Context: an optimization exercise on an open-source flow, tuned for small area. The choices shown serve that exercise and are no tape-out recipe.
RTL that was checked went through simulation tests only; none was proved equivalent to the original.
No activity file was given, so power comes from the tool's default toggle rates.

Setup of before:
==> flow/design.v <==
`timescale 1ns / 1ps
package gerd_pkg;
   localparam int NUM_BUTTONS = 32;
   localparam int CNT_WIDTH   = 9;
   localparam logic [7:0] RESET_HOLD_DELAY    = 8'd30;
   localparam logic [7:0] RESET_REPEAT_PERIOD = 8'd6;
   localparam logic [7:0] RESET_DEAD_ZONE     = 8'd20;
endpackage
`timescale 1ns / 1ps
module gerd_stick (
   input  logic        [7:0] raw,
   input  logic        [7:0] dead_zone,
   output logic signed [7:0] offset
);
   logic [7:0] centered;
   logic [7:0] magnitude;
   always_comb begin
      centered  = raw ^ 8'h80;
      magnitude = centered[7] ? (~centered + 8'd1) : centered;
      offset    = (magnitude < dead_zone) ? 8'sd0 : $signed(centered);
   end
endmodule
`timescale 1ns / 1ps
module gerd_lane (
   input  logic [gerd_pkg::CNT_WIDTH-1:0] s,
   input  logic [gerd_pkg::CNT_WIDTH-1:0] wrap_at,      
   input  logic                           wrap_at_one,  
   input  logic [gerd_pkg::CNT_WIDTH-1:0] delay_p1,     
   output logic                           fire_held,    
   output logic [gerd_pkg::CNT_WIDTH-1:0] s_held,       
   output logic                           level         
);
   localparam int W = gerd_pkg::CNT_WIDTH;
   logic [W-1:0] inc;
   logic         zero;
   logic         first;
   logic         wrap;
   function automatic logic less(input logic [W-1:0] a, input logic [W-1:0] b);
      less = 1'b0;
      for (int i = 0; i < W; i++) less = (~a[i] & b[i]) | ((~a[i] | b[i]) & less);
   endfunction
   always_comb begin
      zero   = (s == '0);
      first  = (s[W-1:1] == '0);
      wrap   = ~less(s, wrap_at) | (zero & wrap_at_one);
      inc    = s + W'(1);
      inc[0] = inc[0] & ~zero;
      inc[1] = inc[1] | zero;
      fire_held = first | wrap;
      s_held    = wrap ? delay_p1 : inc;
   end
   assign level = ~zero;
endmodule
`timescale 1ns / 1ps
module gamepad_edge_repeat_deadzone_unit (
   input  logic               clock,
   input  logic               reset,
   input  logic               req_valid,
   output logic               req_stall,
   input  logic        [31:0] req_buttons,
   input  logic        [7:0]  req_stick_x_raw,
   input  logic        [7:0]  req_stick_y_raw,
   output logic               rsp_valid,
   input  logic               rsp_stall,
   output logic        [31:0] rsp_pressed_mask,
   output logic        [31:0] rsp_released_mask,
   output logic        [31:0] rsp_held_mask,
   output logic        [31:0] rsp_repeat_mask,
   output logic signed [7:0]  rsp_stick_x_offset,
   output logic signed [7:0]  rsp_stick_y_offset,
   input  logic               csr_valid,
   output logic               csr_ready,
   input  logic        [1:0]  csr_index,
   input  logic        [7:0]  csr_data
);
   logic [8:0] delay_p1;       
   logic [7:0] period_m1;      
   logic [8:0] wrap_at;        
   logic       wrap_at_one;    
   logic [7:0] dz_ff;
   logic [8:0] delay_p1_in;
   logic [7:0] period_m1_in;
   logic [8:0] wrap_at_in;
   assign csr_ready = 1'b1;
   always_comb begin
      delay_p1_in  = delay_p1;
      period_m1_in = period_m1;
      if (csr_valid && csr_index == 2'd0) delay_p1_in = {1'b0, csr_data} + 9'd1;
      if (csr_valid && csr_index == 2'd1) period_m1_in = csr_data - {7'd0, csr_data != 8'd0};
      wrap_at_in = delay_p1_in + {1'b0, period_m1_in};
   end
   always_ff @(posedge clock) begin
      if (reset) begin
         delay_p1    <= {1'b0, gerd_pkg::RESET_HOLD_DELAY} + 9'd1;
         period_m1   <= gerd_pkg::RESET_REPEAT_PERIOD - 8'd1;
         wrap_at     <= {1'b0, gerd_pkg::RESET_HOLD_DELAY} + {1'b0, gerd_pkg::RESET_REPEAT_PERIOD};
         wrap_at_one <= 1'b0;
         dz_ff       <= gerd_pkg::RESET_DEAD_ZONE;
      end else begin
         delay_p1    <= delay_p1_in;
         period_m1   <= period_m1_in;
         wrap_at     <= wrap_at_in;
         wrap_at_one <= (wrap_at_in == 9'd1);
         if (csr_valid && csr_index == 2'd2) dz_ff <= csr_data;
      end
   end
   logic accept;
   assign req_stall = rsp_valid & rsp_stall;
   assign accept    = req_valid & ~req_stall;
   always_ff @(posedge clock) begin
      if (reset) begin
         rsp_valid <= 1'b0;
      end else if (accept) begin
         rsp_valid <= 1'b1;
      end else if (!rsp_stall) begin
         rsp_valid <= 1'b0;
      end
   end
   localparam int W = gerd_pkg::CNT_WIDTH;
   logic [31:0] fire;
   logic [31:0] level;      
   logic [31:0] prev_ff;    
   for (genvar lane = 0; lane < gerd_pkg::NUM_BUTTONS; lane++) begin : g_lane
      logic [W-1:0] s_ff;
      logic [W-1:0] s_held;
      logic         fire_held;
      gerd_lane u_lane (
         .s           (s_ff),
         .wrap_at     (wrap_at),
         .wrap_at_one (wrap_at_one),
         .delay_p1    (delay_p1),
         .fire_held   (fire_held),
         .s_held      (s_held),
         .level       ()
      );
      assign level[lane] = (s_ff != '0);
      assign fire[lane] = req_buttons[lane] & fire_held;
      always_ff @(posedge clock) begin
         if (reset) begin
            s_ff <= '0;
         end else if (accept) begin
            s_ff <= req_buttons[lane] ? s_held : '0;
         end
      end
   end
   logic signed [7:0] stick_x_in;
   logic signed [7:0] stick_y_in;
   gerd_stick u_stick_x (
      .raw       (req_stick_x_raw),
      .dead_zone (dz_ff),
      .offset    (stick_x_in)
   );
   gerd_stick u_stick_y (
      .raw       (req_stick_y_raw),
      .dead_zone (dz_ff),
      .offset    (stick_y_in)
   );
   always_ff @(posedge clock) begin
      if (accept) begin
         prev_ff            <= level;
         rsp_repeat_mask    <= fire;
         rsp_stick_x_offset <= stick_x_in;
         rsp_stick_y_offset <= stick_y_in;
      end
   end
   assign rsp_held_mask     = level;
   assign rsp_pressed_mask  = level & ~prev_ff;
   assign rsp_released_mask = ~level & prev_ff;
endmodule
clock: 5.0 ns
lec_check: 0
cap_margin: 20
core_margin: 2
core_utilization: 50
gpl_timing_driven: 0
slew_margin: 20
standard.sh (not shown) runs the stock make flow with config.mk's settings and CLKGATE_MAP_FILE= SYNTH_SCRIPT=/design/flow/synth_recipe.tcl, a recipe that flattens the netlist after the stock synthesis.
==> flow/flow/run.sh <==
#!/bin/bash
# Own layout flow: the standard synthesis, then the same synthesis again with an
# area-oriented ABC mapping script (same registers and names, checked below), then the standard flow's
# standard layout steps with the port buffers made of buf_1 cells.
# Each tool's output goes to a log file of its own in the work folder.
set -euo pipefail
W=$(pwd)
R=$W/orfs/results/$FLOW_PLATFORM/gamepad_edge_repeat_deadzone_unit/base

bash standard.sh synth > $W/log_1_standard_synth.txt 2>&1
cp $R/1_2_yosys.v $W/std_1_2_yosys.v

# 2. the same synthesis with the area-oriented ABC script
sed "s|log_cmd abc {\*}\$abc_args|set abc_args [lreplace \$abc_args 1 1 $W/flow/abc_area.script]; log_cmd abc {*}\$abc_args|" \
    $FLOW_HOME/scripts/synth.tcl > $W/own_orfs_synth.tcl
grep -q "abc_area.script" $W/own_orfs_synth.tcl
sed "s|source \$::env(SCRIPTS_DIR)/synth.tcl|source $W/own_orfs_synth.tcl|" $W/synth_recipe.tcl > $W/own_synth.tcl
grep -q "own_orfs_synth.tcl" $W/own_synth.tcl
rm -f $R/1_2_yosys.v $R/1_2_yosys.sdc $R/1_synth.odb $R/1_synth.sdc
bash standard.sh SYNTH_SCRIPT=$W/own_synth.tcl synth > $W/log_2_own_synth.txt 2>&1
cp $R/1_2_yosys.v $W/own_1_2_yosys.v

# the registers must be the standard synthesis's, by name and cell type
regs() { grep -oE "sky130_fd_sc_hd__(dfxtp|edfxtp|dfrtp|dfstp|dfbbp|dfrbp|sdfxtp|dlxtp)_[0-9]+ +[^ ]+" "$1" | sed -E 's/_[0-9]+ +/ /' | sort; }
if ! diff <(regs $W/std_1_2_yosys.v) <(regs $W/own_1_2_yosys.v) > $W/log_3_register_diff.txt; then
   echo "registers differ from the standard synthesis; using it" >> $W/log_3_register_diff.txt
   rm -f $R/1_2_yosys.v $R/1_2_yosys.sdc $R/1_synth.odb $R/1_synth.sdc
   bash standard.sh synth > $W/log_2b_standard_synth_again.txt 2>&1
fi

# 3. the standard layout steps
bash standard.sh "BUFFER_PORTS_ARGS=-buffer_cell sky130_fd_sc_hd__buf_1" finish > $W/log_4_layout.txt 2>&1
==> flow/flow/abc_area.script <==
strash
dc2
&get -n
&st
&dch -f
&nf -R 1000 -p
&put
topo
stime -c
Inputs modified between before and after:
diff --git a/flow/design.v b/flow/design.v
--- a/flow/design.v
+++ b/flow/design.v
@@ -72,39 +72,34 @@
    output logic               csr_ready,
    input  logic        [1:0]  csr_index,
    input  logic        [7:0]  csr_data
 );
-   logic [8:0] delay_p1;       
-   logic [7:0] period_m1;      
-   logic [8:0] wrap_at;        
-   logic       wrap_at_one;    
+   logic [7:0] delay_ff;
+   logic [7:0] period_ff;
    logic [7:0] dz_ff;
-   logic [8:0] delay_p1_in;
-   logic [7:0] period_m1_in;
-   logic [8:0] wrap_at_in;
    assign csr_ready = 1'b1;
-   always_comb begin
-      delay_p1_in  = delay_p1;
-      period_m1_in = period_m1;
-      if (csr_valid && csr_index == 2'd0) delay_p1_in = {1'b0, csr_data} + 9'd1;
-      if (csr_valid && csr_index == 2'd1) period_m1_in = csr_data - {7'd0, csr_data != 8'd0};
-      wrap_at_in = delay_p1_in + {1'b0, period_m1_in};
-   end
    always_ff @(posedge clock) begin
       if (reset) begin
-         delay_p1    <= {1'b0, gerd_pkg::RESET_HOLD_DELAY} + 9'd1;
-         period_m1   <= gerd_pkg::RESET_REPEAT_PERIOD - 8'd1;
-         wrap_at     <= {1'b0, gerd_pkg::RESET_HOLD_DELAY} + {1'b0, gerd_pkg::RESET_REPEAT_PERIOD};
-         wrap_at_one <= 1'b0;
-         dz_ff       <= gerd_pkg::RESET_DEAD_ZONE;
-      end else begin
-         delay_p1    <= delay_p1_in;
-         period_m1   <= period_m1_in;
-         wrap_at     <= wrap_at_in;
-         wrap_at_one <= (wrap_at_in == 9'd1);
-         if (csr_valid && csr_index == 2'd2) dz_ff <= csr_data;
+         delay_ff  <= gerd_pkg::RESET_HOLD_DELAY;
+         period_ff <= gerd_pkg::RESET_REPEAT_PERIOD;
+         dz_ff     <= gerd_pkg::RESET_DEAD_ZONE;
+      end else if (csr_valid) begin
+         case (csr_index)
+            2'd0:    delay_ff  <= csr_data;
+            2'd1:    period_ff <= csr_data;
+            2'd2:    dz_ff     <= csr_data;
+            default: ;
+         endcase
       end
    end
+   logic [7:0] period_min1;
+   logic [8:0] wrap_at;
+   logic [8:0] delay_p1;
+   logic       wrap_at_one;
+   assign period_min1 = {period_ff[7:1], period_ff[0] | (period_ff[7:1] == 7'd0)};
+   assign wrap_at     = {1'b0, delay_ff} + {1'b0, period_min1};
+   assign delay_p1    = {1'b0, delay_ff} + 9'd1;
+   assign wrap_at_one = (wrap_at == 9'd1);
    logic accept;
    assign req_stall = rsp_valid & rsp_stall;
    assign accept    = req_valid & ~req_stall;
    always_ff @(posedge clock) begin
Findings:
Relative to before, the first-pass iteration count of the detailed router of after is higher by 1. Changes observed in after relative to before: max-slew headroom at the worst pin rose 12 points; sequential cell count of the final layout fell 2.7%; simple logic cell fraction of the synthesized area rose 2.9 points; power density normalized to cell area fell about 9%. Met2 layer usage reported by global route (lower): after. before vs after, commonest non-fill, non-tap cell in the layout: sky130_fd_sc_hd__a21oi_1 vs sky130_fd_sc_hd__nand2_1. after vs before, clock period minus worst slack went down by 82 ps. In the flow results for after and before, the total power is larger on before. Wire length after detailed routing was higher in before than in after. Per the comparison of after with before, power in sequential cells dropped 9.2%; hold slack fell by 4.4 ps; number of sinks on the clock net lost 2.7%; final net count now sits at about the same level. On post-layout instance area, after does worse than before.
Only the layout flow was run in after; the RTL was not checked for function there.

[afterwards: timing with drivers on the ports]
No port has a modelled driver above. Below, the same layouts with a new extraction and two added sets of constraints. Step 1 (the two cells are an assumption about what drives the block):
set clk [get_ports {clock}]
set_driving_cell -lib_cell sky130_fd_sc_hd__clkbuf_16 $clk
set_driving_cell -lib_cell sky130_fd_sc_hd__buf_2 [delete_from_list [all_inputs] $clk]
Step 2 adds t to the input delays and takes it off the output delays; t is the mean of the earliest and latest rising clock arrival at the registers after step 1. Input paths then give back, and output paths get back, about the clock's delay inside the block. a / b / c = no drivers / after step 1 / after step 2; a / b = the first two.
run	shift t [ns]	slack for setup (ns)	clock arrival spread, ns	slew at the worst register clock pin (ns)
before	0.648	0.127 / 0.127 / 0.127	0.020 / 0.020	0.06 / 0.06
after	0.651	0.209 / 0.209 / 0.209	0.017 / 0.017	0.06 / 0.06
After both steps every run listed still meets setup and hold.
